Background: an optimization exercise with open tools, aiming at small area. Do not read the settings as production practice. Where RTL was checked, it was by simulation tests only, not by an equivalence proof against the original. For runs 1, 2 and 4, only the layout was checked, not whether the RTL still works. Power figures rest on the tool's default switching activity, not on a simulated workload.

**design.v**
```verilog
`timescale 1ns/100ps
`default_nettype none
module sgd_top (
    input  wire        clk,
    input  wire        rst_n,
    input  wire        start,
    input  wire [15:0] mini_batch_size,
    input  wire [15:0] number_of_samples,
    input  wire [15:0] number_of_epochs,
    input  wire [4:0]  step_shift,
    input  wire [31:0] sample_features,
    input  wire [31:0] sample_label,
    input  wire        sample_valid,
    output wire        sample_ready,
    output wire [31:0] x_out_data,
    output wire        x_out_valid,
    input  wire        x_out_ready,
    output wire        x_out_last,
    output wire        done
);
    reg  [4:0]  ph;           
    reg         insamp;       
    reg         dact;         
    reg         xz;           
    reg         gact, gupd, gfin;
    reg         xvalid, done_q;    
    reg  [1:0]  widx;
    reg  [15:0] mbs_r, ns_r, ec_r;    
    reg  [15:0] bc_r, sc_r;           
    reg  [4:0]  sh_r;
    reg         rl_s, rl_b, ee, be;
    reg         bw_s, bw_b, bw_e, one_s, one_b, one_e;
    reg  [31:0] x0, x1, x2, x3;
    reg  [31:0] g0, g1, g2, g3;
    reg  [31:0] fr;               
    reg         dl0;              
    reg  [15:0] dl16;             
    reg  [7:0]  dl8;
    reg  [3:0]  dl4;
    reg  [1:0]  dl2;
    reg         dl1;
    reg         sgn;              
    reg  [6:0]  lw;               
    reg  [5:0]  cd;               
    reg  [3:0]  cg0, cg1, cg2, cg3;
    wire p0  = ~|ph;
    wire p7  = (ph == 5'd7);
    wire p15 = (ph == 5'd15);
    wire p16 = (ph == 5'd16);
    wire p31 = &ph;
    wire [7:1] m;
    assign m[1] = (ph >= 5'd1);
    assign m[2] = (ph >= 5'd2);
    assign m[3] = (ph >= 5'd3);
    assign m[4] = (ph >= 5'd4);
    assign m[5] = (ph >= 5'd5);
    assign m[6] = (ph >= 5'd6);
    assign m[7] = (ph >= 5'd7);
    wire run = insamp | gact | xvalid;
    wire take_start = start & ~run;
    wire fend = p31 | take_start;
    wire d_on = p0 ? (insamp & sample_valid & ~xz & ~(gact & gupd)) : dact;
    wire [4:0] nsh = ~sh_r;
    wire dv16 = nsh[4] ? dl16[15] : dl0;
    wire dv8  = nsh[3] ? dl8[7]   : dv16;
    wire dv4  = nsh[2] ? dl4[3]   : dv8;
    wire dv2  = nsh[1] ? dl2[1]   : dv4;
    wire tapv = nsh[0] ? dl1      : dv2;
    wire [5:0] phs  = {1'b0, ph} + {1'b0, sh_r};
    wire       L    = phs[5] ? sgn : tapv;
    wire [31:0] sf = sample_features;
    wire [7:0]  fa0 = fr[7:0];
    wire [7:0]  fa1 = fr[15:8];
    wire [7:0]  fa2 = fr[23:16];
    wire [7:0]  fa3 = fr[31:24];
    wire gb0 = g0[0];
    wire gb1 = g1[0];
    wire gb2 = g2[0];
    wire gb3 = g3[0];
    wire gn0, gn1, gn2, gn3;
    wire [3:0] cg0_n, cg1_n, cg2_n, cg3_n;
    wire upd = gact & gupd;
    wire xn0 = upd & ~x0[0];
    wire xn1 = upd & ~x1[0];
    wire xn2 = upd & ~x2[0];
    wire xn3 = upd & ~x3[0];
    wire xe0 = xz ? 1'b0 : (upd ? ~gn0 : x0[0]);
    wire xe1 = xz ? 1'b0 : (upd ? ~gn1 : x1[0]);
    wire xe2 = xz ? 1'b0 : (upd ? ~gn2 : x2[0]);
    wire xe3 = xz ? 1'b0 : (upd ? ~gn3 : x3[0]);
    wire xd0 = x0[0];
    wire xd1 = x1[0];
    wire xd2 = x2[0];
    wire xd3 = x3[0];
    wire [7:1] xw0, xw1, xw2, xw3;
    genvar t;
    generate
        for (t = 1; t < 8; t = t + 1) begin : g_win
            assign xw0[t] = x0[32-t] & m[t];
            assign xw1[t] = x1[32-t] & m[t];
            assign xw2[t] = x2[32-t] & m[t];
            assign xw3[t] = x3[32-t] & m[t];
        end
    endgenerate
    wire bsel = sample_label[ph];
    wire dbit;
    wire [5:0] cd_n;
    wire dc_w1;
    wire dc_w2;
    wire dc_w3;
    wire dc_w4;
    wire dc_w5;
    wire dc_w6;
    wire dc_w7;
    wire dc_w8;
    wire dc_w9;
    wire dc_w10;
    wire dc_w11;
    wire dc_w12;
    wire dc_w13;
    wire dc_w14;
    wire dc_w15;
    wire dc_w16;
    wire dc_w17;
    wire dc_w18;
    wire dc_w19;
    wire dc_w20;
    wire dc_w21;
    wire dc_w22;
    wire dc_w23;
    wire dc_w24;
    wire dc_w25;
    wire dc_w26;
    wire dc_w27;
    wire dc_w28;
    wire dc_w29;
    wire dc_w30;
    wire dc_w31;
    wire dc_w32;
    wire dc_w33;
    wire dc_w34;
    wire dc_w35;
    wire dc_w36;
    wire dc_w37;
    wire dc_w38;
    wire dc_w39;
    wire dc_w40;
    wire dc_w41;
    wire dc_w42;
    wire dc_w43;
    wire dc_w44;
    wire dc_w45;
    wire dc_w46;
    wire dc_w47;
    wire dc_w48;
    wire dc_w49;
    wire dc_w50;
    wire dc_w51;
    wire dc_w52;
    wire dc_w53;
    wire dc_w54;
    wire dc_w55;
    wire dc_w56;
    wire dc_w57;
    wire dc_w58;
    wire dc_w59;
    wire dc_w60;
    wire dc_w61;
    wire dc_w62;
    wire dc_w63;
    wire dc_w64;
    wire dc_w65;
    wire dc_w66;
    wire dc_w67;
    wire dc_w68;
    wire dc_w69;
    wire dc_w70;
    wire dc_w71;
    wire dc_w72;
    wire dc_w73;
    wire dc_w74;
    wire dc_w75;
    wire dc_w76;
    wire dc_w77;
    wire dc_w78;
    wire dc_w79;
    wire dc_w80;
    assign dc_w1 = (sf[0] & xd0) ^ (sf[1] & xw0[1]) ^ (sf[2] & xw0[2]);
    assign dc_w2 = ((sf[0] & xd0) & (sf[1] & xw0[1])) | ((sf[0] & xd0) & (sf[2] & xw0[2])) | ((sf[1] & xw0[1]) & (sf[2] & xw0[2]));
    assign dc_w3 = (sf[3] & xw0[3]) ^ (sf[4] & xw0[4]) ^ (sf[5] & xw0[5]);
    assign dc_w4 = ((sf[3] & xw0[3]) & (sf[4] & xw0[4])) | ((sf[3] & xw0[3]) & (sf[5] & xw0[5])) | ((sf[4] & xw0[4]) & (sf[5] & xw0[5]));
    assign dc_w5 = (sf[6] & xw0[6]) ^ (sf[7] & ~xw0[7] & m[7]) ^ (sf[7] & p7);
    assign dc_w6 = ((sf[6] & xw0[6]) & (sf[7] & ~xw0[7] & m[7])) | ((sf[6] & xw0[6]) & (sf[7] & p7)) | ((sf[7] & ~xw0[7] & m[7]) & (sf[7] & p7));
    assign dc_w7 = (sf[8] & xd1) ^ (sf[9] & xw1[1]) ^ (sf[10] & xw1[2]);
    assign dc_w8 = ((sf[8] & xd1) & (sf[9] & xw1[1])) | ((sf[8] & xd1) & (sf[10] & xw1[2])) | ((sf[9] & xw1[1]) & (sf[10] & xw1[2]));
    assign dc_w9 = (sf[11] & xw1[3]) ^ (sf[12] & xw1[4]) ^ (sf[13] & xw1[5]);
    assign dc_w10 = ((sf[11] & xw1[3]) & (sf[12] & xw1[4])) | ((sf[11] & xw1[3]) & (sf[13] & xw1[5])) | ((sf[12] & xw1[4]) & (sf[13] & xw1[5]));
    assign dc_w11 = (sf[14] & xw1[6]) ^ (sf[15] & ~xw1[7] & m[7]) ^ (sf[15] & p7);
    assign dc_w12 = ((sf[14] & xw1[6]) & (sf[15] & ~xw1[7] & m[7])) | ((sf[14] & xw1[6]) & (sf[15] & p7)) | ((sf[15] & ~xw1[7] & m[7]) & (sf[15] & p7));
    assign dc_w13 = (sf[16] & xd2) ^ (sf[17] & xw2[1]) ^ (sf[18] & xw2[2]);
    assign dc_w14 = ((sf[16] & xd2) & (sf[17] & xw2[1])) | ((sf[16] & xd2) & (sf[18] & xw2[2])) | ((sf[17] & xw2[1]) & (sf[18] & xw2[2]));
    assign dc_w15 = (sf[19] & xw2[3]) ^ (sf[20] & xw2[4]) ^ (sf[21] & xw2[5]);
    assign dc_w16 = ((sf[19] & xw2[3]) & (sf[20] & xw2[4])) | ((sf[19] & xw2[3]) & (sf[21] & xw2[5])) | ((sf[20] & xw2[4]) & (sf[21] & xw2[5]));
    assign dc_w17 = (sf[22] & xw2[6]) ^ (sf[23] & ~xw2[7] & m[7]) ^ (sf[23] & p7);
    assign dc_w18 = ((sf[22] & xw2[6]) & (sf[23] & ~xw2[7] & m[7])) | ((sf[22] & xw2[6]) & (sf[23] & p7)) | ((sf[23] & ~xw2[7] & m[7]) & (sf[23] & p7));
    assign dc_w19 = (sf[24] & xd3) ^ (sf[25] & xw3[1]) ^ (sf[26] & xw3[2]);
    assign dc_w20 = ((sf[24] & xd3) & (sf[25] & xw3[1])) | ((sf[24] & xd3) & (sf[26] & xw3[2])) | ((sf[25] & xw3[1]) & (sf[26] & xw3[2]));
    assign dc_w21 = (sf[27] & xw3[3]) ^ (sf[28] & xw3[4]) ^ (sf[29] & xw3[5]);
    assign dc_w22 = ((sf[27] & xw3[3]) & (sf[28] & xw3[4])) | ((sf[27] & xw3[3]) & (sf[29] & xw3[5])) | ((sf[28] & xw3[4]) & (sf[29] & xw3[5]));
    assign dc_w23 = (sf[30] & xw3[6]) ^ (sf[31] & ~xw3[7] & m[7]) ^ (sf[31] & p7);
    assign dc_w24 = ((sf[30] & xw3[6]) & (sf[31] & ~xw3[7] & m[7])) | ((sf[30] & xw3[6]) & (sf[31] & p7)) | ((sf[31] & ~xw3[7] & m[7]) & (sf[31] & p7));
    assign dc_w25 = dc_w1 ^ dc_w3 ^ dc_w5;
    assign dc_w26 = (dc_w1 & dc_w3) | (dc_w1 & dc_w5) | (dc_w3 & dc_w5);
    assign dc_w27 = dc_w7 ^ dc_w9 ^ dc_w11;
    assign dc_w28 = (dc_w7 & dc_w9) | (dc_w7 & dc_w11) | (dc_w9 & dc_w11);
    assign dc_w29 = dc_w13 ^ dc_w15 ^ dc_w17;
    assign dc_w30 = (dc_w13 & dc_w15) | (dc_w13 & dc_w17) | (dc_w15 & dc_w17);
    assign dc_w31 = dc_w19 ^ dc_w21 ^ dc_w23;
    assign dc_w32 = (dc_w19 & dc_w21) | (dc_w19 & dc_w23) | (dc_w21 & dc_w23);
    assign dc_w33 = dc_w2 ^ dc_w4 ^ dc_w6;
    assign dc_w34 = (dc_w2 & dc_w4) | (dc_w2 & dc_w6) | (dc_w4 & dc_w6);
    assign dc_w35 = dc_w8 ^ dc_w10 ^ dc_w12;
    assign dc_w36 = (dc_w8 & dc_w10) | (dc_w8 & dc_w12) | (dc_w10 & dc_w12);
    assign dc_w37 = dc_w14 ^ dc_w16 ^ dc_w18;
    assign dc_w38 = (dc_w14 & dc_w16) | (dc_w14 & dc_w18) | (dc_w16 & dc_w18);
    assign dc_w39 = dc_w20 ^ dc_w22 ^ dc_w24;
    assign dc_w40 = (dc_w20 & dc_w22) | (dc_w20 & dc_w24) | (dc_w22 & dc_w24);
    assign dc_w41 = dc_w25 ^ dc_w27 ^ dc_w29;
    assign dc_w42 = (dc_w25 & dc_w27) | (dc_w25 & dc_w29) | (dc_w27 & dc_w29);
    assign dc_w43 = dc_w31 ^ ~bsel ^ cd[0];
    assign dc_w44 = (dc_w31 & ~bsel) | (dc_w31 & cd[0]) | (~bsel & cd[0]);
    assign dc_w45 = dc_w26 ^ dc_w28 ^ dc_w30;
    assign dc_w46 = (dc_w26 & dc_w28) | (dc_w26 & dc_w30) | (dc_w28 & dc_w30);
    assign dc_w47 = dc_w32 ^ dc_w33 ^ dc_w35;
    assign dc_w48 = (dc_w32 & dc_w33) | (dc_w32 & dc_w35) | (dc_w33 & dc_w35);
    assign dc_w49 = dc_w37 ^ dc_w39 ^ cd[1];
    assign dc_w50 = (dc_w37 & dc_w39) | (dc_w37 & cd[1]) | (dc_w39 & cd[1]);
    assign dc_w51 = dc_w34 ^ dc_w36 ^ dc_w38;
    assign dc_w52 = (dc_w34 & dc_w36) | (dc_w34 & dc_w38) | (dc_w36 & dc_w38);
    assign dc_w53 = dc_w42 ^ dc_w44 ^ dc_w45;
    assign dc_w54 = (dc_w42 & dc_w44) | (dc_w42 & dc_w45) | (dc_w44 & dc_w45);
    assign dc_w55 = dc_w46 ^ dc_w48 ^ dc_w50;
    assign dc_w56 = (dc_w46 & dc_w48) | (dc_w46 & dc_w50) | (dc_w48 & dc_w50);
    assign dc_w57 = dc_w51 ^ dc_w40 ^ cd[2];
    assign dc_w58 = (dc_w51 & dc_w40) | (dc_w51 & cd[2]) | (dc_w40 & cd[2]);
    assign dc_w59 = dc_w53 ^ dc_w47 ^ dc_w49;
    assign dc_w60 = (dc_w53 & dc_w47) | (dc_w53 & dc_w49) | (dc_w47 & dc_w49);
    assign dc_w61 = dc_w54 ^ dc_w55 ^ dc_w57;
    assign dc_w62 = (dc_w54 & dc_w55) | (dc_w54 & dc_w57) | (dc_w55 & dc_w57);
    assign dc_w63 = dc_w56 ^ dc_w58 ^ dc_w52;
    assign dc_w64 = (dc_w56 & dc_w58) | (dc_w56 & dc_w52) | (dc_w58 & dc_w52);
    assign dc_w65 = dc_w62 ^ dc_w63 ^ cd[3];
    assign dc_w66 = (dc_w62 & dc_w63) | (dc_w62 & cd[3]) | (dc_w63 & cd[3]);
    assign dc_w67 = dc_w66 ^ dc_w64 ^ cd[4];
    assign dc_w68 = (dc_w66 & dc_w64) | (dc_w66 & cd[4]) | (dc_w64 & cd[4]);
    assign dc_w69 = dc_w41 ^ dc_w43;
    assign dc_w70 = dc_w41 & dc_w43;
    assign dc_w71 = dc_w59 ^ dc_w70;
    assign dc_w72 = dc_w59 & dc_w70;
    assign dc_w73 = dc_w60 ^ dc_w61 ^ dc_w72;
    assign dc_w74 = (dc_w60 & dc_w61) | (dc_w60 & dc_w72) | (dc_w61 & dc_w72);
    assign dc_w75 = dc_w65 ^ dc_w74;
    assign dc_w76 = dc_w65 & dc_w74;
    assign dc_w77 = dc_w67 ^ dc_w76;
    assign dc_w78 = dc_w67 & dc_w76;
    assign dc_w79 = dc_w68 ^ cd[5] ^ dc_w78;
    assign dc_w80 = (dc_w68 & cd[5]) | (dc_w68 & dc_w78) | (cd[5] & dc_w78);
    assign dbit = dc_w69;
    assign cd_n = {dc_w80, dc_w79, dc_w77, dc_w75, dc_w73, dc_w71};
    wire gc0_w1;
    wire gc0_w2;
    wire gc0_w3;
    wire gc0_w4;
    wire gc0_w5;
    wire gc0_w6;
    wire gc0_w7;
    wire gc0_w8;
    wire gc0_w9;
    wire gc0_w10;
    wire gc0_w11;
    wire gc0_w12;
    wire gc0_w13;
    wire gc0_w14;
    wire gc0_w15;
    wire gc0_w16;
    wire gc0_w17;
    wire gc0_w18;
    wire gc0_w19;
    wire gc0_w20;
    wire gc0_w21;
    wire gc0_w22;
    wire gc0_w23;
    wire gc0_w24;
    assign gc0_w1 = (fa0[0] & L) ^ (fa0[1] & lw[0] & m[1]) ^ (fa0[2] & lw[1] & m[2]);
    assign gc0_w2 = ((fa0[0] & L) & (fa0[1] & lw[0] & m[1])) | ((fa0[0] & L) & (fa0[2] & lw[1] & m[2])) | ((fa0[1] & lw[0] & m[1]) & (fa0[2] & lw[1] & m[2]));
    assign gc0_w3 = (fa0[3] & lw[2] & m[3]) ^ (fa0[4] & lw[3] & m[4]) ^ (fa0[5] & lw[4] & m[5]);
    assign gc0_w4 = ((fa0[3] & lw[2] & m[3]) & (fa0[4] & lw[3] & m[4])) | ((fa0[3] & lw[2] & m[3]) & (fa0[5] & lw[4] & m[5])) | ((fa0[4] & lw[3] & m[4]) & (fa0[5] & lw[4] & m[5]));
    assign gc0_w5 = (fa0[6] & lw[5] & m[6]) ^ (fa0[7] & ~lw[6] & m[7]) ^ (fa0[7] & p7);
    assign gc0_w6 = ((fa0[6] & lw[5] & m[6]) & (fa0[7] & ~lw[6] & m[7])) | ((fa0[6] & lw[5] & m[6]) & (fa0[7] & p7)) | ((fa0[7] & ~lw[6] & m[7]) & (fa0[7] & p7));
    assign gc0_w7 = gb0 ^ xn0 ^ cg0[0];
    assign gc0_w8 = (gb0 & xn0) | (gb0 & cg0[0]) | (xn0 & cg0[0]);
    assign gc0_w9 = gc0_w1 ^ gc0_w3 ^ gc0_w5;
    assign gc0_w10 = (gc0_w1 & gc0_w3) | (gc0_w1 & gc0_w5) | (gc0_w3 & gc0_w5);
    assign gc0_w11 = gc0_w2 ^ gc0_w4 ^ gc0_w6;
    assign gc0_w12 = (gc0_w2 & gc0_w4) | (gc0_w2 & gc0_w6) | (gc0_w4 & gc0_w6);
    assign gc0_w13 = gc0_w10 ^ gc0_w11 ^ gc0_w8;
    assign gc0_w14 = (gc0_w10 & gc0_w11) | (gc0_w10 & gc0_w8) | (gc0_w11 & gc0_w8);
    assign gc0_w15 = gc0_w14 ^ gc0_w12 ^ cg0[2];
    assign gc0_w16 = (gc0_w14 & gc0_w12) | (gc0_w14 & cg0[2]) | (gc0_w12 & cg0[2]);
    assign gc0_w17 = gc0_w9 ^ gc0_w7;
    assign gc0_w18 = gc0_w9 & gc0_w7;
    assign gc0_w19 = gc0_w13 ^ cg0[1] ^ gc0_w18;
    assign gc0_w20 = (gc0_w13 & cg0[1]) | (gc0_w13 & gc0_w18) | (cg0[1] & gc0_w18);
    assign gc0_w21 = gc0_w15 ^ gc0_w20;
    assign gc0_w22 = gc0_w15 & gc0_w20;
    assign gc0_w23 = gc0_w16 ^ cg0[3] ^ gc0_w22;
    assign gc0_w24 = (gc0_w16 & cg0[3]) | (gc0_w16 & gc0_w22) | (cg0[3] & gc0_w22);
    assign gn0 = gc0_w17;
    assign cg0_n = {gc0_w24, gc0_w23, gc0_w21, gc0_w19};
    wire gc1_w1;
    wire gc1_w2;
    wire gc1_w3;
    wire gc1_w4;
    wire gc1_w5;
    wire gc1_w6;
    wire gc1_w7;
    wire gc1_w8;
    wire gc1_w9;
    wire gc1_w10;
    wire gc1_w11;
    wire gc1_w12;
    wire gc1_w13;
    wire gc1_w14;
    wire gc1_w15;
    wire gc1_w16;
    wire gc1_w17;
    wire gc1_w18;
    wire gc1_w19;
    wire gc1_w20;
    wire gc1_w21;
    wire gc1_w22;
    wire gc1_w23;
    wire gc1_w24;
    assign gc1_w1 = (fa1[0] & L) ^ (fa1[1] & lw[0] & m[1]) ^ (fa1[2] & lw[1] & m[2]);
    assign gc1_w2 = ((fa1[0] & L) & (fa1[1] & lw[0] & m[1])) | ((fa1[0] & L) & (fa1[2] & lw[1] & m[2])) | ((fa1[1] & lw[0] & m[1]) & (fa1[2] & lw[1] & m[2]));
    assign gc1_w3 = (fa1[3] & lw[2] & m[3]) ^ (fa1[4] & lw[3] & m[4]) ^ (fa1[5] & lw[4] & m[5]);
    assign gc1_w4 = ((fa1[3] & lw[2] & m[3]) & (fa1[4] & lw[3] & m[4])) | ((fa1[3] & lw[2] & m[3]) & (fa1[5] & lw[4] & m[5])) | ((fa1[4] & lw[3] & m[4]) & (fa1[5] & lw[4] & m[5]));
    assign gc1_w5 = (fa1[6] & lw[5] & m[6]) ^ (fa1[7] & ~lw[6] & m[7]) ^ (fa1[7] & p7);
    assign gc1_w6 = ((fa1[6] & lw[5] & m[6]) & (fa1[7] & ~lw[6] & m[7])) | ((fa1[6] & lw[5] & m[6]) & (fa1[7] & p7)) | ((fa1[7] & ~lw[6] & m[7]) & (fa1[7] & p7));
    assign gc1_w7 = gb1 ^ xn1 ^ cg1[0];
    assign gc1_w8 = (gb1 & xn1) | (gb1 & cg1[0]) | (xn1 & cg1[0]);
    assign gc1_w9 = gc1_w1 ^ gc1_w3 ^ gc1_w5;
    assign gc1_w10 = (gc1_w1 & gc1_w3) | (gc1_w1 & gc1_w5) | (gc1_w3 & gc1_w5);
    assign gc1_w11 = gc1_w2 ^ gc1_w4 ^ gc1_w6;
    assign gc1_w12 = (gc1_w2 & gc1_w4) | (gc1_w2 & gc1_w6) | (gc1_w4 & gc1_w6);
    assign gc1_w13 = gc1_w10 ^ gc1_w11 ^ gc1_w8;
    assign gc1_w14 = (gc1_w10 & gc1_w11) | (gc1_w10 & gc1_w8) | (gc1_w11 & gc1_w8);
    assign gc1_w15 = gc1_w14 ^ gc1_w12 ^ cg1[2];
    assign gc1_w16 = (gc1_w14 & gc1_w12) | (gc1_w14 & cg1[2]) | (gc1_w12 & cg1[2]);
    assign gc1_w17 = gc1_w9 ^ gc1_w7;
    assign gc1_w18 = gc1_w9 & gc1_w7;
    assign gc1_w19 = gc1_w13 ^ cg1[1] ^ gc1_w18;
    assign gc1_w20 = (gc1_w13 & cg1[1]) | (gc1_w13 & gc1_w18) | (cg1[1] & gc1_w18);
    assign gc1_w21 = gc1_w15 ^ gc1_w20;
    assign gc1_w22 = gc1_w15 & gc1_w20;
    assign gc1_w23 = gc1_w16 ^ cg1[3] ^ gc1_w22;
    assign gc1_w24 = (gc1_w16 & cg1[3]) | (gc1_w16 & gc1_w22) | (cg1[3] & gc1_w22);
    assign gn1 = gc1_w17;
    assign cg1_n = {gc1_w24, gc1_w23, gc1_w21, gc1_w19};
    wire gc2_w1;
    wire gc2_w2;
    wire gc2_w3;
    wire gc2_w4;
    wire gc2_w5;
    wire gc2_w6;
    wire gc2_w7;
    wire gc2_w8;
    wire gc2_w9;
    wire gc2_w10;
    wire gc2_w11;
    wire gc2_w12;
    wire gc2_w13;
    wire gc2_w14;
    wire gc2_w15;
    wire gc2_w16;
    wire gc2_w17;
    wire gc2_w18;
    wire gc2_w19;
    wire gc2_w20;
    wire gc2_w21;
    wire gc2_w22;
    wire gc2_w23;
    wire gc2_w24;
    assign gc2_w1 = (fa2[0] & L) ^ (fa2[1] & lw[0] & m[1]) ^ (fa2[2] & lw[1] & m[2]);
    assign gc2_w2 = ((fa2[0] & L) & (fa2[1] & lw[0] & m[1])) | ((fa2[0] & L) & (fa2[2] & lw[1] & m[2])) | ((fa2[1] & lw[0] & m[1]) & (fa2[2] & lw[1] & m[2]));
    assign gc2_w3 = (fa2[3] & lw[2] & m[3]) ^ (fa2[4] & lw[3] & m[4]) ^ (fa2[5] & lw[4] & m[5]);
    assign gc2_w4 = ((fa2[3] & lw[2] & m[3]) & (fa2[4] & lw[3] & m[4])) | ((fa2[3] & lw[2] & m[3]) & (fa2[5] & lw[4] & m[5])) | ((fa2[4] & lw[3] & m[4]) & (fa2[5] & lw[4] & m[5]));
    assign gc2_w5 = (fa2[6] & lw[5] & m[6]) ^ (fa2[7] & ~lw[6] & m[7]) ^ (fa2[7] & p7);
    assign gc2_w6 = ((fa2[6] & lw[5] & m[6]) & (fa2[7] & ~lw[6] & m[7])) | ((fa2[6] & lw[5] & m[6]) & (fa2[7] & p7)) | ((fa2[7] & ~lw[6] & m[7]) & (fa2[7] & p7));
    assign gc2_w7 = gb2 ^ xn2 ^ cg2[0];
    assign gc2_w8 = (gb2 & xn2) | (gb2 & cg2[0]) | (xn2 & cg2[0]);
    assign gc2_w9 = gc2_w1 ^ gc2_w3 ^ gc2_w5;
    assign gc2_w10 = (gc2_w1 & gc2_w3) | (gc2_w1 & gc2_w5) | (gc2_w3 & gc2_w5);
    assign gc2_w11 = gc2_w2 ^ gc2_w4 ^ gc2_w6;
    assign gc2_w12 = (gc2_w2 & gc2_w4) | (gc2_w2 & gc2_w6) | (gc2_w4 & gc2_w6);
    assign gc2_w13 = gc2_w10 ^ gc2_w11 ^ gc2_w8;
    assign gc2_w14 = (gc2_w10 & gc2_w11) | (gc2_w10 & gc2_w8) | (gc2_w11 & gc2_w8);
    assign gc2_w15 = gc2_w14 ^ gc2_w12 ^ cg2[2];
    assign gc2_w16 = (gc2_w14 & gc2_w12) | (gc2_w14 & cg2[2]) | (gc2_w12 & cg2[2]);
    assign gc2_w17 = gc2_w9 ^ gc2_w7;
    assign gc2_w18 = gc2_w9 & gc2_w7;
    assign gc2_w19 = gc2_w13 ^ cg2[1] ^ gc2_w18;
    assign gc2_w20 = (gc2_w13 & cg2[1]) | (gc2_w13 & gc2_w18) | (cg2[1] & gc2_w18);
    assign gc2_w21 = gc2_w15 ^ gc2_w20;
    assign gc2_w22 = gc2_w15 & gc2_w20;
    assign gc2_w23 = gc2_w16 ^ cg2[3] ^ gc2_w22;
    assign gc2_w24 = (gc2_w16 & cg2[3]) | (gc2_w16 & gc2_w22) | (cg2[3] & gc2_w22);
    assign gn2 = gc2_w17;
    assign cg2_n = {gc2_w24, gc2_w23, gc2_w21, gc2_w19};
    wire gc3_w1;
    wire gc3_w2;
    wire gc3_w3;
    wire gc3_w4;
    wire gc3_w5;
    wire gc3_w6;
    wire gc3_w7;
    wire gc3_w8;
    wire gc3_w9;
    wire gc3_w10;
    wire gc3_w11;
    wire gc3_w12;
    wire gc3_w13;
    wire gc3_w14;
    wire gc3_w15;
    wire gc3_w16;
    wire gc3_w17;
    wire gc3_w18;
    wire gc3_w19;
    wire gc3_w20;
    wire gc3_w21;
    wire gc3_w22;
    wire gc3_w23;
    wire gc3_w24;
    assign gc3_w1 = (fa3[0] & L) ^ (fa3[1] & lw[0] & m[1]) ^ (fa3[2] & lw[1] & m[2]);
    assign gc3_w2 = ((fa3[0] & L) & (fa3[1] & lw[0] & m[1])) | ((fa3[0] & L) & (fa3[2] & lw[1] & m[2])) | ((fa3[1] & lw[0] & m[1]) & (fa3[2] & lw[1] & m[2]));
    assign gc3_w3 = (fa3[3] & lw[2] & m[3]) ^ (fa3[4] & lw[3] & m[4]) ^ (fa3[5] & lw[4] & m[5]);
    assign gc3_w4 = ((fa3[3] & lw[2] & m[3]) & (fa3[4] & lw[3] & m[4])) | ((fa3[3] & lw[2] & m[3]) & (fa3[5] & lw[4] & m[5])) | ((fa3[4] & lw[3] & m[4]) & (fa3[5] & lw[4] & m[5]));
    assign gc3_w5 = (fa3[6] & lw[5] & m[6]) ^ (fa3[7] & ~lw[6] & m[7]) ^ (fa3[7] & p7);
    assign gc3_w6 = ((fa3[6] & lw[5] & m[6]) & (fa3[7] & ~lw[6] & m[7])) | ((fa3[6] & lw[5] & m[6]) & (fa3[7] & p7)) | ((fa3[7] & ~lw[6] & m[7]) & (fa3[7] & p7));
    assign gc3_w7 = gb3 ^ xn3 ^ cg3[0];
    assign gc3_w8 = (gb3 & xn3) | (gb3 & cg3[0]) | (xn3 & cg3[0]);
    assign gc3_w9 = gc3_w1 ^ gc3_w3 ^ gc3_w5;
    assign gc3_w10 = (gc3_w1 & gc3_w3) | (gc3_w1 & gc3_w5) | (gc3_w3 & gc3_w5);
    assign gc3_w11 = gc3_w2 ^ gc3_w4 ^ gc3_w6;
    assign gc3_w12 = (gc3_w2 & gc3_w4) | (gc3_w2 & gc3_w6) | (gc3_w4 & gc3_w6);
    assign gc3_w13 = gc3_w10 ^ gc3_w11 ^ gc3_w8;
    assign gc3_w14 = (gc3_w10 & gc3_w11) | (gc3_w10 & gc3_w8) | (gc3_w11 & gc3_w8);
    assign gc3_w15 = gc3_w14 ^ gc3_w12 ^ cg3[2];
    assign gc3_w16 = (gc3_w14 & gc3_w12) | (gc3_w14 & cg3[2]) | (gc3_w12 & cg3[2]);
    assign gc3_w17 = gc3_w9 ^ gc3_w7;
    assign gc3_w18 = gc3_w9 & gc3_w7;
    assign gc3_w19 = gc3_w13 ^ cg3[1] ^ gc3_w18;
    assign gc3_w20 = (gc3_w13 & cg3[1]) | (gc3_w13 & gc3_w18) | (cg3[1] & gc3_w18);
    assign gc3_w21 = gc3_w15 ^ gc3_w20;
    assign gc3_w22 = gc3_w15 & gc3_w20;
    assign gc3_w23 = gc3_w16 ^ cg3[3] ^ gc3_w22;
    assign gc3_w24 = (gc3_w16 & cg3[3]) | (gc3_w16 & gc3_w22) | (cg3[3] & gc3_w22);
    assign gn3 = gc3_w17;
    assign cg3_n = {gc3_w24, gc3_w23, gc3_w21, gc3_w19};
    always @(posedge clk) begin
        dl0  <= dbit;
        dl16 <= {dl16[14:0], dl0};
        dl8  <= {dl8[6:0], dv16};
        dl4  <= {dl4[2:0], dv8};
        dl2  <= {dl2[0], dv4};
        dl1  <= dv2;
        lw  <= {lw[5:0], L};
        if (p31) sgn <= dbit;
        cd  <= fend ? 6'd1 : cd_n;
        cg0 <= fend ? 4'd0 : cg0_n;
        cg1 <= fend ? 4'd0 : cg1_n;
        cg2 <= fend ? 4'd0 : cg2_n;
        cg3 <= fend ? 4'd0 : cg3_n;
        g0 <= {~xz & (gact ? (~gupd & gn0) : g0[0]), g0[31:1]};
        g1 <= {~xz & (gact ? (~gupd & gn1) : g1[0]), g1[31:1]};
        g2 <= {~xz & (gact ? (~gupd & gn2) : g2[0]), g2[31:1]};
        g3 <= {~xz & (gact ? (~gupd & gn3) : g3[0]), g3[31:1]};
        x0 <= {xe0, x0[31:1]};
        if (!xvalid) begin
            x1 <= {xe1, x1[31:1]};
            x2 <= {xe2, x2[31:1]};
            x3 <= {xe3, x3[31:1]};
        end
    end
    wire final_edge = gact & gfin & p31;
    wire xfer = xvalid & x_out_ready;
    always @(posedge clk) begin
        if (d_on & p31)
            fr <= sample_features;
        else if (final_edge)
            fr <= {xe0, x0[31:1]};
        else if (xfer)
            fr <= (widx == 2'd0) ? x1 : (widx == 2'd1) ? x2 : x3;
    end
    wire cwin = d_on & ~ph[4];
    wire es   = rl_s ? ns_r[0] : sc_r[0];
    wire eb   = rl_b ? mbs_r[0] : bc_r[0];
    wire bws  = p0 | bw_s;
    wire bwb  = p0 | bw_b;
    wire os   = p0 ? es : (one_s & ~es);
    wire ob   = p0 ? eb : (one_b & ~eb);
    wire ewin = d_on & ph[4] & ee;
    wire bwe  = p16 | bw_e;
    wire oe   = p16 ? ec_r[0] : (one_e & ~ec_r[0]);
    wire fin_now = ee & oe;
    always @(posedge clk) begin
        if (take_start) begin
            mbs_r <= mini_batch_size;
            ns_r  <= number_of_samples;
            ec_r  <= number_of_epochs;
            sh_r  <= step_shift;
        end else begin
            mbs_r <= {mbs_r[0], mbs_r[15:1]};
            ns_r  <= {ns_r[0], ns_r[15:1]};
            ec_r  <= {ewin ? (ec_r[0] ^ bwe) : ec_r[0], ec_r[15:1]};
        end
        sc_r  <= {cwin ? (es ^ bws) : sc_r[0], sc_r[15:1]};
        bc_r  <= {cwin ? (eb ^ bwb) : bc_r[0], bc_r[15:1]};
        bw_s  <= bws & ~es;
        bw_b  <= bwb & ~eb;
        bw_e  <= bwe & ~ec_r[0];
        one_s <= os;
        one_b <= ob;
        one_e <= oe;
    end
    always @(posedge clk) begin
        if (!rst_n) begin
            ph      <= 5'd0;
            insamp  <= 1'b0;
            dact    <= 1'b0;
            gact    <= 1'b0;
            xvalid  <= 1'b0;
            done_q  <= 1'b0;
        end else begin
            ph      <= take_start ? 5'd0 : ph + 5'd1;
            if (take_start) begin
                insamp <= 1'b1;
                done_q <= 1'b0;
                dact   <= 1'b0;
                gact   <= 1'b0;
            end else begin
                dact <= d_on & ~p31;
                if (p31) begin
                    gact <= d_on;
                    if (d_on & fin_now) insamp <= 1'b0;
                end
                if (final_edge) begin
                    xvalid <= 1'b1;
                end else if (xfer & (widx == 2'd3)) begin
                    xvalid <= 1'b0;
                    done_q <= 1'b1;
                end
            end
        end
    end
    always @(posedge clk) begin
        if (take_start) begin
            rl_s <= 1'b1;
            rl_b <= 1'b1;
            xz   <= 1'b1;
        end else begin
            if (p31) xz <= 1'b0;
            if (cwin & p15) begin
                rl_s    <= os;
                rl_b    <= os | ob;
                ee      <= os;
                be      <= os | ob;
            end
        end
        if (p31) begin
            gupd   <= be;
            gfin   <= fin_now;
        end
        if (final_edge) widx <= 2'd0;
        else if (xfer) widx <= widx + 2'd1;
    end
    assign sample_ready = dact & p31;
    assign x_out_data   = fr;
    assign x_out_valid  = xvalid;
    assign x_out_last   = (widx == 2'd3);
    assign done         = done_q;
endmodule
`default_nettype wire
```
**flow/synth_area.tcl**
```tcl
# The standard synthesis (synth_recipe.tcl), with ABC's mapping of the
# logic aimed at area (abc_area.script beside this file) instead of delay.
# Registers, their names and their cells are those of the standard synthesis.
proc abc {args} {
  set i [lsearch -exact $args -script]
  if {$i >= 0} {
    lset args [expr {$i + 1}] $::env(FLOW_ABC_SCRIPT)
  }
  yosys abc {*}$args
}
source $::env(FLOW_WORK)/synth_recipe.tcl
```
**flow/abc_area.script**
```
&get -n
&st
&dch
&nf -a
&st
&syn2
&if -g -K 6
&synch2
&nf -a
&st
&dch
&nf -a
&put
topo
stime -c
```
**standard.sh**
```bash
#!/bin/bash
# synth_recipe.tcl (not shown) runs the flow's synth.tcl, then flattens the netlist and writes it again
# the make line also repeats each setting of config.mk as NAME=value (left out here)
make -C /OpenROAD-flow-scripts/flow DESIGN_CONFIG=/design/flow/config.mk WORK_HOME=/design/flow/orfs CLKGATE_MAP_FILE= SYNTH_SCRIPT=/design/flow/synth_recipe.tcl "${@:-finish}"
```
**flow/run.sh**
```bash
#!/bin/bash
# The standard layout (standard.sh), with three changes:
#  - synthesis maps the logic with an area-oriented ABC script, and skips
#    the quick ABC pass before the full adders are extracted;
#  - ports are buffered with the smallest buffer;
#  - the clock tree uses small buffers and no dummy loads.
set -euo pipefail
W="$(cd "$(dirname "$0")/.." && pwd)"
cd "$W"
export FLOW_WORK="$W"
export FLOW_ABC_SCRIPT="$W/flow/abc_area.script"
bash standard.sh \
  SYNTH_SCRIPT="$W/flow/synth_area.tcl" SYNTH_ARGS=-noabc \
  BUFFER_PORTS_ARGS="-buffer_cell sky130_fd_sc_hd__buf_1" \
  CTS_ARGS="-sink_clustering_enable -repair_clock_nets -dont_use_dummy_load -buf_list sky130_fd_sc_hd__clkbuf_4 -sink_clustering_size 12 -sink_clustering_max_diameter 30" \
  finish > "$W/flow_make.log" 2>&1
```
**constraint.sdc**
```tcl
create_clock -name core_clock -period 10.0 [get_ports {clk}]
set_input_delay 2.0000 -clock core_clock [delete_from_list [all_inputs] [get_ports {clk}]]
set_output_delay 2.0000 -clock core_clock [all_outputs]
set_load 0.01 [all_outputs]
```
**config.mk**
```make
export PLATFORM = sky130hd
export DESIGN_NAME = sgd_top
export DESIGN_NICKNAME = sgd_top
export VERILOG_FILES = /design/flow/design.v
export SDC_FILE = /design/flow/constraint.sdc
export NUM_CORES = 4
export LEC_CHECK = 0
export CAP_MARGIN = 20
export CORE_MARGIN = 2
export CORE_UTILIZATION = 65
export SLEW_MARGIN = 20
```
==> results of run 1 <==
-- kinds of logic after synthesis --
group	after synthesis	share of synthesized area, %
AOI/OAI and AO/OA	127	5.57
and+or+nand+nor	397	11.5
muxes	47	3.48
buffers and inverters	23	0.546
xor gates and xnor gates	1	0.0554
DFF	460	67.0
adders and majority gates	104	11.8
-- metal layers --
metal	share of wire [%]	vias to the layer above
met2	45	335
met1	44	4599
met5	0	-
met3	7.9	60
li1	-	4522
met4	2.3	0
-- layout make-up --
type,instances,share of cell area (%)
clock buffers,74,3.18
repair buffers,167,3.81
flip-flops and latches,460,60.7
well taps,324,2.32
inverters,23,0.502
multi-input cells,676,29.5
diodes,1,0.0143
-- report_power, final --
part           switching, W  internal [W]  total (W)
clock              0.000561      0.000340   0.000901
sequential        0.0000420       0.00200    0.00204
combinational      0.000116     0.0000905   0.000207
total              0.000719       0.00243    0.00315
-- registers in the layout (all words and copies together), names as in the netlist, 6 cells and up --
register	count
dl8	8
sc_r	16
x2	32
bc_r	16
lw	7
mbs_r	16
g0	32
fr	32
g3	32
dl16	16
ec_r	16
g1	32
ns_r	16
x0	32
x3	32
cd	6
x1	32
g2	32
-- per-stage QoR --
stage | util, % | cell area, um^2 | worst slack (ns)
global placement | 70.1 | 16900 | 3.28
detailed placement | 70.1 | 16900 | 3.14
CTS | 72.4 | 17400 | 3.12
floorplan | - | 15800 | 3.41
global route | 72.4 | 17500 | 2.86
finish | 72.4 | 17500 | 3.15
-- cell usage after synthesis (3+ instances only) --
master and instances:
dfxtp_1 322, nand2_1 180, edfxtp_1 138, nor2_1 88, fa_1 76, and3_1 60, a211oi_1 44, mux2i_1 38
and2_0 37, o31ai_1 33, ha_1 28, clkinv_1 23, a21oi_1 16, o21ai_0 15, nand2b_1 7, mux4_2 6
nand3_1 5, a31oi_1 4, nor3_1 4, nor3b_1 4, or3_1 4, a21o_1 3, mux2_1 3, o21a_1 3
-- worst paths after layout --
check              startpoint               end  slack, ns  depth (start not counted)
max          ph[1]$_SDFF_PP0_  cd[4]$_SDFF_PP0_       3.15                         15
min           dl16[1]$_DFF_P_   dl16[2]$_DFF_P_       0.27                          0
max reg2reg  ph[1]$_SDFF_PP0_  cd[4]$_SDFF_PP0_       3.15                         15
min reg2reg   dl16[1]$_DFF_P_   dl16[2]$_DFF_P_       0.27                          0
-- worst max-delay path, delay by kind of cell (launching register included) --
kind / cells / cell delay, ns
adder cells (fa/ha/maj): 10 / 4.27
AND/OR/NAND/NOR: 4 / 1.12
flip-flops: 1 / 0.85
buffers and inverters: 1 / 0.52
==> flow_summary.json, run 1 <==
{
  "status": "no timing/DRC/antenna violations",
  "gr-max-usage-layer": "met2",
  "hold_buffers": 0,
  "cpMostUsedCell": "fa_1",
  "dr.pass1.iters": 5,
  "pin_count": 158,
  "critical_path_required_ns": 10.56,
  "cts-root-buf": "clkbuf_4",
  "max_freq_mhz": 146,
  "ir_drop_mv": 0.127,
  "gr-usage-all-layers_pct": 26.3,
  "rows": 57,
  "synthCells": 1159,
  "slew_viol_final": 0,
  "cellPowerDensity_nw_per_um2": 181,
  "worst_slew_pin_slew_ns": 1.11,
  "clockBufferDepth": 3,
  "place_congestion": 0.916,
  "htreeDepth": 3,
  "start_kind": "flop",
  "drc_errors": 0,
  "die_h_um": 160,
  "regArea_um2": 10600,
  "ys.warnings.count": 1,
  "ant_nets": 0,
  "ys_types": 39,
  "cts_tree": "built",
  "fp.dieW_um": 160,
  "dp_hpwl_mm": 22.5,
  "cap_violations": 0,
  "skew_ns": 0.0829,
  "grt-ovfl-total": 0,
  "grtUsageMet1_pct": 37.5,
  "grt_use_met2_pct": 40.0,
  "synth_top_area_share_pct": 40.8,
  "grt_max_degree": 67,
  "avgSynthCellArea_um2": 13.6,
  "synth_nets": 1385,
  "period_share_pct": 68.5,
  "whs_ns": 0.273,
  "total_power_w": 0.00315,
  "max-slew-margin-rel_pct": 25.2,
  "drtIter0Drc": 779,
  "vias": 9516,
  "synth_ff_type": "dfxtp_1",
  "finalSetupViolCount": 0,
  "crit_path_cell_trace": "clkinv_1 > ha_1 > nor3_1 > nand3_1 > and3_1 > fa_1 > fa_1 > fa_1 > fa_1 > fa_1 > fa_1 > fa_1 > ha_1 > fa_1 > and2_0",
  "fin_tns_setup_ns": 0,
  "multi_input_area_um2": 5150,
  "critical_path.slowest_cell": "dfxtp_1",
  "cpPeakStageDelay_ns": 0.85,
  "synthArstFlopShare_pct": 0,
  "synth-edff-count": 138,
  "core-area_um2": 24100,
  "wl_per_cell_um": 18.9,
  "ys_ff_latch": 460,
  "clock_latency_ns": 0.70,
  "cts_resized": 0,
  "rsz0062_at_grt": "no",
  "min_path_type": "reg2reg",
  "io_buffers": 157,
  "area_growth_pct": 10.5,
  "yosys-top-cells-area": "dfxtp_1 41%, edfxtp_1 26%, fa_1 9.6%",
  "die-area_um2": 25600,
  "grt_pass1_wl_mm": 51.5,
  "cp_max_fo": 16,
  "routed_wl_mm": 32.7,
  "crit_type": "reg2reg",
  "first_global_vias": 9700,
  "end_kind": "flop",
  "leakagePower_nw": 7.35,
  "avgViaCountPerCell": 5.52,
  "fillCellCount": 1763,
  "dp_cells": 1650,
  "yosysTopAreaCell": "dfxtp_1",
  "fin_crit_ns": 6.85,
  "syn_area_um2": 15800,
  "antenna_found_initial": 1,
  "path_clk_slew_ns": 0.11,
  "met3_usage_pct": 6.39,
  "final_cell_mix": "322 x dfxtp_1, 180 x nand2_1, 157 x buf_1",
  "drive_above_1_share_pct": 6.86,
  "layout_commonest_cell": "dfxtp_1",
  "final_hold_viol_count": 0,
  "post_cts_buffers": 0,
  "finalNonFillerCells": 1725,
  "yosysSeqAreaShare_pct": 67.0,
  "start_util_pct": 65.6,
  "cp.arrival_ns": 7.41,
  "finalNetCount": 1628,
  "cts_buffers": 74,
  "clock-sinks": 460
}
==> run 2, diff against run 1 <==
==> flow/abc_area.script (replaced) <==
&get -n
&st
&syn2
&dch -f
&nf -a -F 20 -A 20 -E 100
&put
mfs2 -a
&get -n
&st
&dch -f
&nf -a -F 20 -A 20 -E 100
&put
topo
stime -c
==> run 2 against run 1 <==
  * Wire length shrank 3.3%
  * Die area shrank 0.52%
  * Synthesized area shrank 0.54%
  * Combinational power shrank 6%
  * Sequential cell count is the same
  * Count of clock-buffer cells in the layout shrank 2
  * Synthesized cell count shrank 1.3%
  * Cell count shrank 0.93%
  * Largest power group unchanged
==> flow_summary.json, run 2 <==
{
  "crit_type": "reg2reg",
  "fin_crit_ns": 6.47,
  "path_clk_slew_ns": 0.11,
  "final_cell_mix": "322 x dfxtp_1, 190 x nand2_1, 157 x buf_1",
  "worst_slew_pin_slew_ns": 0.950,
  "antenna_found_initial": 5,
  "hold_buffers": 0,
  "leakagePower_nw": 7.46,
  "clock_latency_ns": 0.69,
  "critical_path.slowest_cell": "dfxtp_1",
  "cp_max_fo": 18,
  "wl_per_cell_um": 18.5,
  "grt-ovfl-total": 0,
  "die-area_um2": 25400,
  "syn_area_um2": 15700,
  "total_power_w": 0.00318,
  "core-area_um2": 23600,
  "period_share_pct": 64.7,
  "r2r_end": "cd[4]$_SDFF_PP0_",
  "cellPowerDensity_nw_per_um2": 183,
  "rr_worst_depth": 14,
  "skew_ns": 0.0910,
  "vias": 9374,
  "gr-usage-all-layers_pct": 26.0,
  "area_growth_pct": 10.5,
  "max-slew-margin-rel_pct": 36.7,
  "synth_ff_type": "dfxtp_1",
  "end_kind": "flop",
  "finalNetCount": 1613,
  "routed_wl_mm": 31.6,
  "r2r_setup_slack_ns": 3.53,
  "final_hold_viol_count": 0,
  "synthArstFlopShare_pct": 0,
  "cpPeakStageDelay_ns": 0.80,
  "first_global_vias": 9800,
  "synthTopCellsByCount": "322 x dfxtp_1, 190 x nand2_1, 138 x edfxtp_1, 76 x fa_1, 52 x and3_1",
  "cp.arrival_ns": 6.98,
  "dr.pass1.iters": 5,
  "grt_max_degree": 77,
  "avgSynthCellArea_um2": 13.7,
  "synth_nets": 1370,
  "hp-start": "g1[18]$_DFF_P_",
  "pin_count": 158,
  "layout_commonest_cell": "dfxtp_1",
  "fp.dieW_um": 160,
  "cts-root-buf": "clkbuf_4",
  "die_h_um": 160,
  "ir_drop_mv": 0.120,
  "fillCellCount": 1667,
  "htreeDepth": 3,
  "cts_tree": "built",
  "worstSetupEndpoint": "cd[4]$_SDFF_PP0_",
  "clock-sinks": 460,
  "synth_top_area_share_pct": 41.0,
  "yosysSeqAreaShare_pct": 67.4,
  "drc_errors": 0,
  "grt_pass1_wl_mm": 51.3,
  "cts_buffers": 72,
  "yosys-top-cells-area": "dfxtp_1 41%, edfxtp_1 26%, fa_1 9.7%",
  "rsz0062_at_grt": "no",
  "fin_tns_setup_ns": 0,
  "cpMostUsedCell": "fa_1",
  "io_buffers": 157,
  "r2r_start": "ph[1]$_SDFF_PP0_",
  "max_freq_mhz": 154,
  "cap_violations": 0,
  "start_kind": "flop",
  "cts_resized": 0,
  "synth_most_common_cell": "dfxtp_1",
  "synthCells": 1144,
  "rows": 56,
  "clockBufferDepth": 3,
  "placed_area_um2": 16800,
  "drive_above_1_share_pct": 7.08,
  "avgViaCountPerCell": 5.49,
  "post_cts_buffers": 0,
  "ys_types": 38,
  "critical_path_required_ns": 10.50,
  "place_congestion": 0.863,
  "start_util_pct": 66.6,
  "ys.warnings.count": 1,
  "slew_viol_final": 0,
  "crit_path_cell_trace": "clkinv_1 > ha_1 > or4_1 > and3_1 > fa_1 > fa_1 > fa_1 > fa_1 > fa_1 > fa_1 > fa_1 > ha_1 > fa_1 > and2_0",
  "status": "no timing/DRC/antenna violations",
  "worstSetupStartpoint": "ph[1]$_SDFF_PP0_",
  "finalSetupViolCount": 0,
  "ys_ff_latch": 460,
  "final_area_um2": 17400,
  "drtIter0Drc": 707,
  "min_path_type": "reg2reg",
  "ant_nets": 0,
  "synth-edff-count": 138,
  "yosysTopAreaCell": "dfxtp_1",
  "dp_hpwl_mm": 21.9
}
-- run 2: cell count changes after synthesis, moves of 3 or more --
cell | previous run | this run
a21o_1 | 3 | 0
o31ai_1 | 33 | 4
a21oi_1 | 16 | 45
o21ai_0 | 15 | 46
mux4_2 | 6 | 9
nor3_1 | 4 | 1
nor2_1 | 88 | 51
a211oi_1 | 44 | 3
clkinv_1 | 23 | 17
and2_0 | 37 | 40
nor3b_1 | 4 | 8
and3_1 | 60 | 52
nand2_1 | 180 | 190
o211ai_1 | 1 | 34
-- run 2: layer usage --
layer  share of wire, %  GRT usage [%]  vias to the layer above
met5                  0              0                        -
met3                6.8           5.52                       70
met2                 46           39.5                      330
met1                 45           36.9                     4516
li1                   -              -                     4458
met4                2.7           10.6                        0
-- run 2: metrics by stage --
step / hold slack (ns) / util [%] / cells / setup WS (ns)
detailed placement: 0.312 / 71.2 / 1632 / 3.48
finish: 0.236 / 73.6 / 1709 / 3.53
CTS: 0.219 / 73.5 / 1704 / 3.54
global placement: 0.310 / 71.2 / 1632 / 3.52
floorplan: 0.310 / - / 1144 / 3.27
global route: 0.226 / 73.6 / 1708 / 3.27
-- run 2: worst min path at each step --
stage	end	depth (start not counted)
after floorplan	bc_r[0]$_DFF_P_	0
after global placement	dl8[1]$_DFF_P_	0
after detailed placement	g3[22]$_DFF_P_	0
after CTS	g1[17]$_DFF_P_	0
after global routing	g1[17]$_DFF_P_	0
final	g1[17]$_DFF_P_	0
-- run 2: cell type report --
class / instances / area [um^2] / share of cell area, %
Sequential cell: 460 / 10600 / 61.0
Timing Repair Buffer: 169 / 679 / 3.91
Antenna cell: 5 / 12.5 / 0.0720
Inverter: 17 / 65.1 / 0.375
Multi-Input combinational cell: 667 / 5080 / 29.3
Clock buffer: 72 / 541 / 3.11
Tap cell: 319 / 399 / 2.30
-- run 2: worst max-delay path, delay by kind of cell, from the launching register on --
kind	cells	cell delay (ns)
adders and majority gates	10	4.15
DFF	1	0.80
and+or+nand+nor	3	1.15
buffers and inverters	1	0.23
-- run 2: cells by family after synthesis --
family          Yosys count  synth area share [%]
compound gates          145                  5.52
buf+inv                  17                 0.406
fa+ha+maj               104                  11.9
flops                   460                  67.4
simple gates            367                  10.8
xor+xnor                  2                 0.111
mux                      49                  3.84
-- run 2: power breakdown --
part	switching, W	total [W]	internal (W)
Sequential	0.0000512	0.00210	0.00205
Combinational	0.000117	0.000195	0.0000780
Clock	0.000553	0.000885	0.000332
Total	0.000721	0.00318	0.00246
==> run 3, diff against run 2 <==
--- a/design.v
+++ b/design.v
@@ -29,5 +29,5 @@
     reg  [15:0] bc_r, sc_r;           
     reg  [4:0]  sh_r;
-    reg         rl_s, rl_b, ee, be;
+    reg         rl_s, rl_b;
     reg         bw_s, bw_b, bw_e, one_s, one_b, one_e;
     reg  [31:0] x0, x1, x2, x3;
@@ -510,8 +510,8 @@
     wire os   = p0 ? es : (one_s & ~es);
     wire ob   = p0 ? eb : (one_b & ~eb);
-    wire ewin = d_on & ph[4] & ee;
+    wire ewin = d_on & ph[4] & rl_s;
     wire bwe  = p16 | bw_e;
     wire oe   = p16 ? ec_r[0] : (one_e & ~ec_r[0]);
-    wire fin_now = ee & oe;
+    wire fin_now = rl_s & oe;
     always @(posedge clk) begin
         if (take_start) begin
@@ -574,10 +574,8 @@
                 rl_s    <= os;
                 rl_b    <= os | ob;
-                ee      <= os;
-                be      <= os | ob;
             end
         end
         if (p31) begin
-            gupd   <= be;
+            gupd   <= rl_b;
             gfin   <= fin_now;
         end
==> run 3 against run 2 <==
  * Setup slack gained 0.049 ns
  * First-iteration DRC count rose by 1.8%
  * Utilization decreased by 0.18 points
  * Non-clock buffer count decreased by 2
  * Critical path type unchanged
  * Critical endpoint unchanged
==> flow_summary.json, run 3 <==
{
  "htreeDepth": 3,
  "clock_latency_ns": 0.70,
  "wl_per_cell_um": 18.6,
  "synthCells": 1142,
  "cp.arrival_ns": 6.96,
  "min_path_type": "reg2reg",
  "area_growth_pct": 10.4,
  "synth_nets": 1368,
  "pin_count": 158,
  "final_hold_viol_count": 0,
  "layout_commonest_cell": "dfxtp_1",
  "core-area_um2": 23500,
  "cellPowerDensity_nw_per_um2": 183,
  "dp_hpwl_mm": 21.7,
  "drc_errors": 0,
  "cp_max_fo": 18,
  "max-slew-margin-rel_pct": 27.0,
  "grt_max_degree": 70,
  "finalSetupViolCount": 0,
  "ys.warnings.count": 1,
  "finalNetCount": 1608,
  "antenna_found_initial": 2,
  "worst_slew_pin_slew_ns": 1.09,
  "post_cts_buffers": 0,
  "yosysSeqAreaShare_pct": 67.3,
  "synthArstFlopShare_pct": 0,
  "grt-ovfl-total": 0,
  "ant_nets": 0,
  "max_freq_mhz": 156,
  "die_h_um": 159,
  "status": "no timing/DRC/antenna violations",
  "cts_tree": "built",
  "rows": 56,
  "gr-usage-all-layers_pct": 26.0,
  "dr.pass1.iters": 5,
  "start_kind": "flop",
  "ys_types": 36,
  "cap_violations": 0,
  "period_share_pct": 64.2,
  "rsz0062_at_grt": "no",
  "cts_resized": 0,
  "yosys-top-cells-area": "dfxtp_1 41%, edfxtp_1 26%, fa_1 9.7%",
  "synth_ff_type": "dfxtp_1",
  "clock-sinks": 458,
  "routed_wl_mm": 31.6,
  "final_cell_mix": "322 x dfxtp_1, 189 x nand2_1, 157 x buf_1",
  "critical_path_required_ns": 10.54,
  "end_kind": "flop",
  "slew_viol_final": 0,
  "drtIter0Drc": 720,
  "vias": 9367,
  "yosysTopAreaCell": "dfxtp_1",
  "ys_ff_latch": 458,
  "first_global_vias": 9761,
  "avgSynthCellArea_um2": 13.7,
  "io_buffers": 157,
  "syn_area_um2": 15600,
  "fin_tns_setup_ns": 0,
  "leakagePower_nw": 7.42,
  "synthTopCellsByCount": "322 x dfxtp_1, 189 x nand2_1, 136 x edfxtp_1, 76 x fa_1",
  "drive_above_1_share_pct": 7.03,
  "ir_drop_mv": 0.122,
  "die-area_um2": 25300,
  "synth_most_common_cell": "dfxtp_1",
  "fp.dieW_um": 159,
  "hold_buffers": 0,
  "crit_type": "reg2reg",
  "start_util_pct": 66.5,
  "cts_buffers": 71,
  "skew_ns": 0.0953,
  "utilization_pct": 73.4,
  "grt_pass1_wl_mm": 51.1,
  "clockBufferDepth": 3,
  "place_congestion": 0.945,
  "cts-root-buf": "clkbuf_4",
  "synth-edff-count": 136,
  "synth_top_area_share_pct": 41.2,
  "path_clk_slew_ns": 0.11,
  "avgViaCountPerCell": 5.51,
  "fin_crit_ns": 6.42
}
run 3: cell count changes in the layout (fill, tap and decap cells not counted), moves of 2 or more:
cell / before / now
a31oi_1: 2 / 4
diode_2: 5 / 2
buf_4: 12 / 10
edfxtp_1: 138 / 136
run 3: logic make-up after synthesis:
kind of cell               share of synthesized area, %
AOI/OAI and AO/OA                                  5.61
and+or+nand+nor                                    10.9
buffers and inverters                             0.408
DFF                                                67.3
adders and majority gates                          12.0
muxes                                              3.73
xor gates and xnor gates                          0.112
run 3: path summary, 6_finish.rpt:
check | slack [ns] | endpoint | cells past startpoint | startpoint
min | 0.25 | dl4[1]$_DFF_P_ | 0 | dl4[0]$_DFF_P_
max | 3.58 | cd[4]$_SDFF_PP0_ | 14 | ph[1]$_SDFF_PP0_
min reg2reg | 0.25 | dl4[1]$_DFF_P_ | 0 | dl4[0]$_DFF_P_
max reg2reg | 3.58 | cd[4]$_SDFF_PP0_ | 14 | ph[1]$_SDFF_PP0_
run 3: layer usage:
layer	part of all wire (%)	track usage, %	vias up	wire length, um
met2	45	39.5	359	14300
met5	0.21	0	-	66
met3	8.6	6.17	83	2720
li1	-	-	4438	-
met4	3.1	10.8	2	995
met1	43	36.4	4485	13500
run 3: stage by stage:
| stage | std cells | cell area [um^2] | setup slack, ns | total power (W) | hold slack [ns] |
|---|---|---|---|---|---|
| floorplan | 1142 | 15600 | 3.28 | 0.00224 | 0.310 |
| global placement | 1628 | 16700 | 3.51 | 0.00232 | 0.310 |
| detailed placement | 1628 | 16700 | 3.43 | 0.00233 | 0.312 |
| CTS | 1699 | 17300 | 3.58 | 0.00320 | 0.240 |
| global route | 1701 | 17300 | 3.28 | 0.00331 | 0.229 |
| finish | 1701 | 17300 | 3.58 | 0.00316 | 0.251 |
run 3: final cells by class:
cell class | count | area (um^2)
sequential | 458 | 10500
fill | 1671 | 6270
multi-input combinational | 667 | 5080
timing repair buffer | 167 | 664
clock buffer | 71 | 533
tap | 319 | 399
inverter | 17 | 65.1
antenna | 2 | 5.00
run 3: critical path, cell delays in order (launching register included):
cell and delay [ns]:
dfxtp_1 0.77, clkinv_1 0.23, ha_1 0.25, or4_1 0.71
and3_1 0.30, fa_1 0.53, fa_1 0.53, fa_1 0.48
fa_1 0.47, fa_1 0.46, fa_1 0.42, fa_1 0.44
ha_1 0.22, fa_1 0.42, and2_0 0.14
run 3: report_power, final:
| part | switching, W | internal (W) |
|---|---|---|
| Clock | 0.000552 | 0.000327 |
| Combinational | 0.000115 | 0.0000776 |
| Sequential | 0.0000511 | 0.00204 |
| Total | 0.000719 | 0.00245 |
==> run 4, diff against run 3 <==
--- a/design.v
+++ b/design.v
@@ -29,5 +29,5 @@
     reg  [15:0] bc_r, sc_r;           
     reg  [4:0]  sh_r;
-    reg         rl_s, rl_b;
+    reg         rl_s, rl_b, ee, be;
     reg         bw_s, bw_b, bw_e, one_s, one_b, one_e;
     reg  [31:0] x0, x1, x2, x3;
@@ -510,8 +510,8 @@
     wire os   = p0 ? es : (one_s & ~es);
     wire ob   = p0 ? eb : (one_b & ~eb);
-    wire ewin = d_on & ph[4] & rl_s;
+    wire ewin = d_on & ph[4] & ee;
     wire bwe  = p16 | bw_e;
     wire oe   = p16 ? ec_r[0] : (one_e & ~ec_r[0]);
-    wire fin_now = rl_s & oe;
+    wire fin_now = ee & oe;
     always @(posedge clk) begin
         if (take_start) begin
@@ -574,8 +574,10 @@
                 rl_s    <= os;
                 rl_b    <= os | ob;
+                ee      <= os;
+                be      <= os | ob;
             end
         end
         if (p31) begin
-            gupd   <= rl_b;
+            gupd   <= be;
             gfin   <= fin_now;
         end
--- a/flow/run.sh
+++ b/flow/run.sh
@@ -13,4 +13,4 @@
   SYNTH_SCRIPT="$W/flow/synth_area.tcl" SYNTH_ARGS=-noabc \
   BUFFER_PORTS_ARGS="-buffer_cell sky130_fd_sc_hd__buf_1" \
-  CTS_ARGS="-sink_clustering_enable -repair_clock_nets -dont_use_dummy_load -buf_list sky130_fd_sc_hd__clkbuf_4 -sink_clustering_size 12 -sink_clustering_max_diameter 30" \
+  CTS_ARGS="-sink_clustering_enable -repair_clock_nets -dont_use_dummy_load -buf_list sky130_fd_sc_hd__clkbuf_4 -sink_clustering_size 10 -sink_clustering_max_diameter 30" \
   finish > "$W/flow_make.log" 2>&1
--- a/config.mk
+++ b/config.mk
@@ -8,4 +8,4 @@
 export CAP_MARGIN = 20
 export CORE_MARGIN = 2
-export CORE_UTILIZATION = 65
+export CORE_UTILIZATION = 80
 export SLEW_MARGIN = 20
==> run 4 against run 3 <==
  * Utilization increased by 16 points
  * Worst hold slack improved by 0.032 ns
  * Combinational power increased by 7%
  * Synthesized cell count increased by 0.18%
  * Critical path type unchanged
  * Largest cell class unchanged
==> flow_summary.json, run 4 <==
{
  "status": "no timing/DRC/antenna violations",
  "rsz0062_at_grt": "no",
  "clockBufferDepth": 3,
  "die_h_um": 144,
  "start_util_pct": 81.0,
  "synth_most_common_cell": "dfxtp_1",
  "avgSynthCellArea_um2": 13.7,
  "grt_max_degree": 78,
  "dp_hpwl_mm": 23.5,
  "end_kind": "flop",
  "final_hold_viol_count": 0,
  "cp.arrival_ns": 7.08,
  "crit_type": "reg2reg",
  "place_ws_ns": 3.46,
  "yosysTopAreaCell": "dfxtp_1",
  "synth_ff_type": "dfxtp_1",
  "finalWorstSetupSlack_ns": 3.50,
  "clock_latency_ns": 0.70,
  "htreeDepth": 3,
  "area_growth_pct": 9.78,
  "grt_pass1_wl_mm": 52.7,
  "fin_tns_setup_ns": 0,
  "vias": 9998,
  "cts_buffers": 67,
  "max-slew-margin-rel_pct": 35.7,
  "synthCells": 1144,
  "start_kind": "flop",
  "fp.dieW_um": 144,
  "fin_crit_ns": 6.50,
  "ir_drop_mv": 0.146,
  "cellPowerDensity_nw_per_um2": 184,
  "skew_ns": 0.0768,
  "synth-edff-count": 138,
  "yosysSeqAreaShare_pct": 67.4,
  "layout_commonest_cell": "dfxtp_1",
  "r2r_setup_slack_ns": 3.50,
  "cap_violations": 0,
  "gr-usage-all-layers_pct": 34.4,
  "cts_tree": "built",
  "antenna_found_initial": 2,
  "synth_nets": 1370,
  "core-area_um2": 19400,
  "wl_per_cell_um": 21.0,
  "place_congestion": 0.915,
  "die-area_um2": 20800,
  "ys.warnings.count": 1,
  "clock-sinks": 460,
  "syn_area_um2": 15700,
  "hold_buffers": 0,
  "min_path_type": "reg2reg",
  "avgViaCountPerCell": 6.07,
  "finalSetupViolCount": 0,
  "drive_above_1_share_pct": 6.74,
  "cts_resized": 0,
  "cts-root-buf": "clkbuf_4",
  "yosys-top-cells-area": "dfxtp_1 41%, edfxtp_1 26%, fa_1 9.7%",
  "cp_max_fo": 18,
  "critical_path_required_ns": 10.58,
  "period_share_pct": 65.0,
  "synth_top_area_share_pct": 41.0,
  "routed_wl_mm": 34.6,
  "drc_errors": 0,
  "synthArstFlopShare_pct": 0,
  "rows": 51,
  "finalNetCount": 1608,
  "final_cell_mix": "322 x dfxtp_1, 190 x nand2_1, 157 x buf_1",
  "post_cts_buffers": 0,
  "max_freq_mhz": 154,
  "first_global_vias": 10042,
  "synthTopCellsByCount": "322 x dfxtp_1, 190 x nand2_1, 138 x edfxtp_1, 76 x fa_1, 52 x and3_1",
  "slew_viol_final": 0,
  "ys_ff_latch": 460,
  "pin_count": 158,
  "ys_types": 38,
  "path_clk_slew_ns": 0.10,
  "io_buffers": 157,
  "grt-ovfl-total": 0,
  "drtIter0Drc": 866,
  "leakagePower_nw": 7.43,
  "dr.pass1.iters": 5,
  "worst_slew_pin_slew_ns": 0.965,
  "ant_nets": 0
}
==> run 4: cell type report <==
type / instances / area, um^2
fillers: 846 / 2140
multi-input cells: 667 / 5080
diodes: 2 / 5.00
clock buffers: 67 / 503
repair buffers: 169 / 679
well taps: 265 / 332
inverters: 17 / 65.1
flip-flops and latches: 460 / 10600
==> run 4: path summary, 6_finish.rpt <==
kind,depth (start not counted),start,to
worst max-delay path,14,ph[1]$_SDFF_PP0_,cd[4]$_SDFF_PP0_
worst min-delay path,0,x0[7]$_DFF_P_,x0[6]$_DFF_P_
worst max register to register,14,ph[1]$_SDFF_PP0_,cd[4]$_SDFF_PP0_
worst min register to register,0,x0[7]$_DFF_P_,x0[6]$_DFF_P_
==> run 4: worst max-delay path, stage by stage, from the launching register on <==
cell and delay (ns):
dfxtp_1 0.84, clkinv_1 0.24, ha_1 0.26, or4_1 0.70, and3_1 0.29, fa_1 0.54
fa_1 0.53, fa_1 0.46, fa_1 0.46, fa_1 0.45, fa_1 0.41, fa_1 0.44
ha_1 0.22, fa_1 0.41, and2_0 0.15
==> run 4: cell families after synthesis <==
logic type	Yosys count	synth area share [%]
buf+inv	17	0.406
compound gates	145	5.52
simple gates	367	10.8
fa+ha+maj	104	11.9
mux	49	3.84
flops	460	67.4
xor+xnor	2	0.111
==> run 4: through the flow <==
stage	total power (W)	hold WS, ns	utilization, %	area, um^2	instances
detailed placement	0.00235	0.312	86.3	16700	1578
finish	0.00318	0.284	89.0	17300	1647
floorplan	0.00225	0.310	-	15700	1144
global route	0.00329	0.281	89.0	17300	1647
CTS	0.00319	0.285	88.9	17300	1645
global placement	0.00233	0.310	86.3	16700	1578
==> run 4: report_power, final <==
| part | internal [W] | switching, W | total, W |
|---|---|---|---|
| Sequential | 0.00205 | 0.0000551 | 0.00211 |
| Combinational | 0.0000798 | 0.000127 | 0.000207 |
| Clock | 0.000309 | 0.000555 | 0.000865 |
==> run 4: routing by layer <==
metal	GRT usage, %	routed length [um]
met5	0	0
met4	14.6	1340
met3	7.72	3190
met2	56.7	16800
met1	44.8	13200

==> afterwards: timing with drivers on the ports <==
The flow's constraints put no driver on any port. The routed layouts listed below were extracted and timed again, unchanged, in two steps. Step 1: set_driving_cell puts a clkbuf_16 on clk and a buf_2 on each other input, an assumption about the parent block. Step 2 adds t to the input delays and takes it off the output delays; t is the mean of the earliest and latest rising clock arrival at the registers after step 1. Input paths then give back, and output paths get back, about the clock's delay inside the block. Three values: ideal ports, drivers, drivers and shift; two values: the first two.
| run | shift t [ns] | setup slack, ns | hold WS [ns] | clock arrival spread, ns | worst slew at a driven data input, ns |
|---|---|---|---|---|---|
| run 1 | 0.701 | 3.151 / 3.151 / 3.151 | 0.273 / 0.273 / 0.273 | 0.083 / 0.083 | 0.06 |
| run 2 | 0.693 | 3.526 / 3.526 / 3.400 | 0.236 / 0.236 / 0.236 | 0.104 / 0.104 | 0.08 |
| run 3 | 0.691 | 3.576 / 3.576 / 3.386 | 0.251 / 0.251 / 0.251 | 0.097 / 0.097 | 0.07 |
| run 4 | 0.717 | 3.497 / 3.497 / 3.460 | 0.284 / 0.284 / 0.284 | 0.084 / 0.084 | 0.08 |
After both steps every run listed still meets setup and hold. For run 3, which loses most, drivers alone change the setup slack by 0.000 ns; drivers and shift together by -0.190 ns.
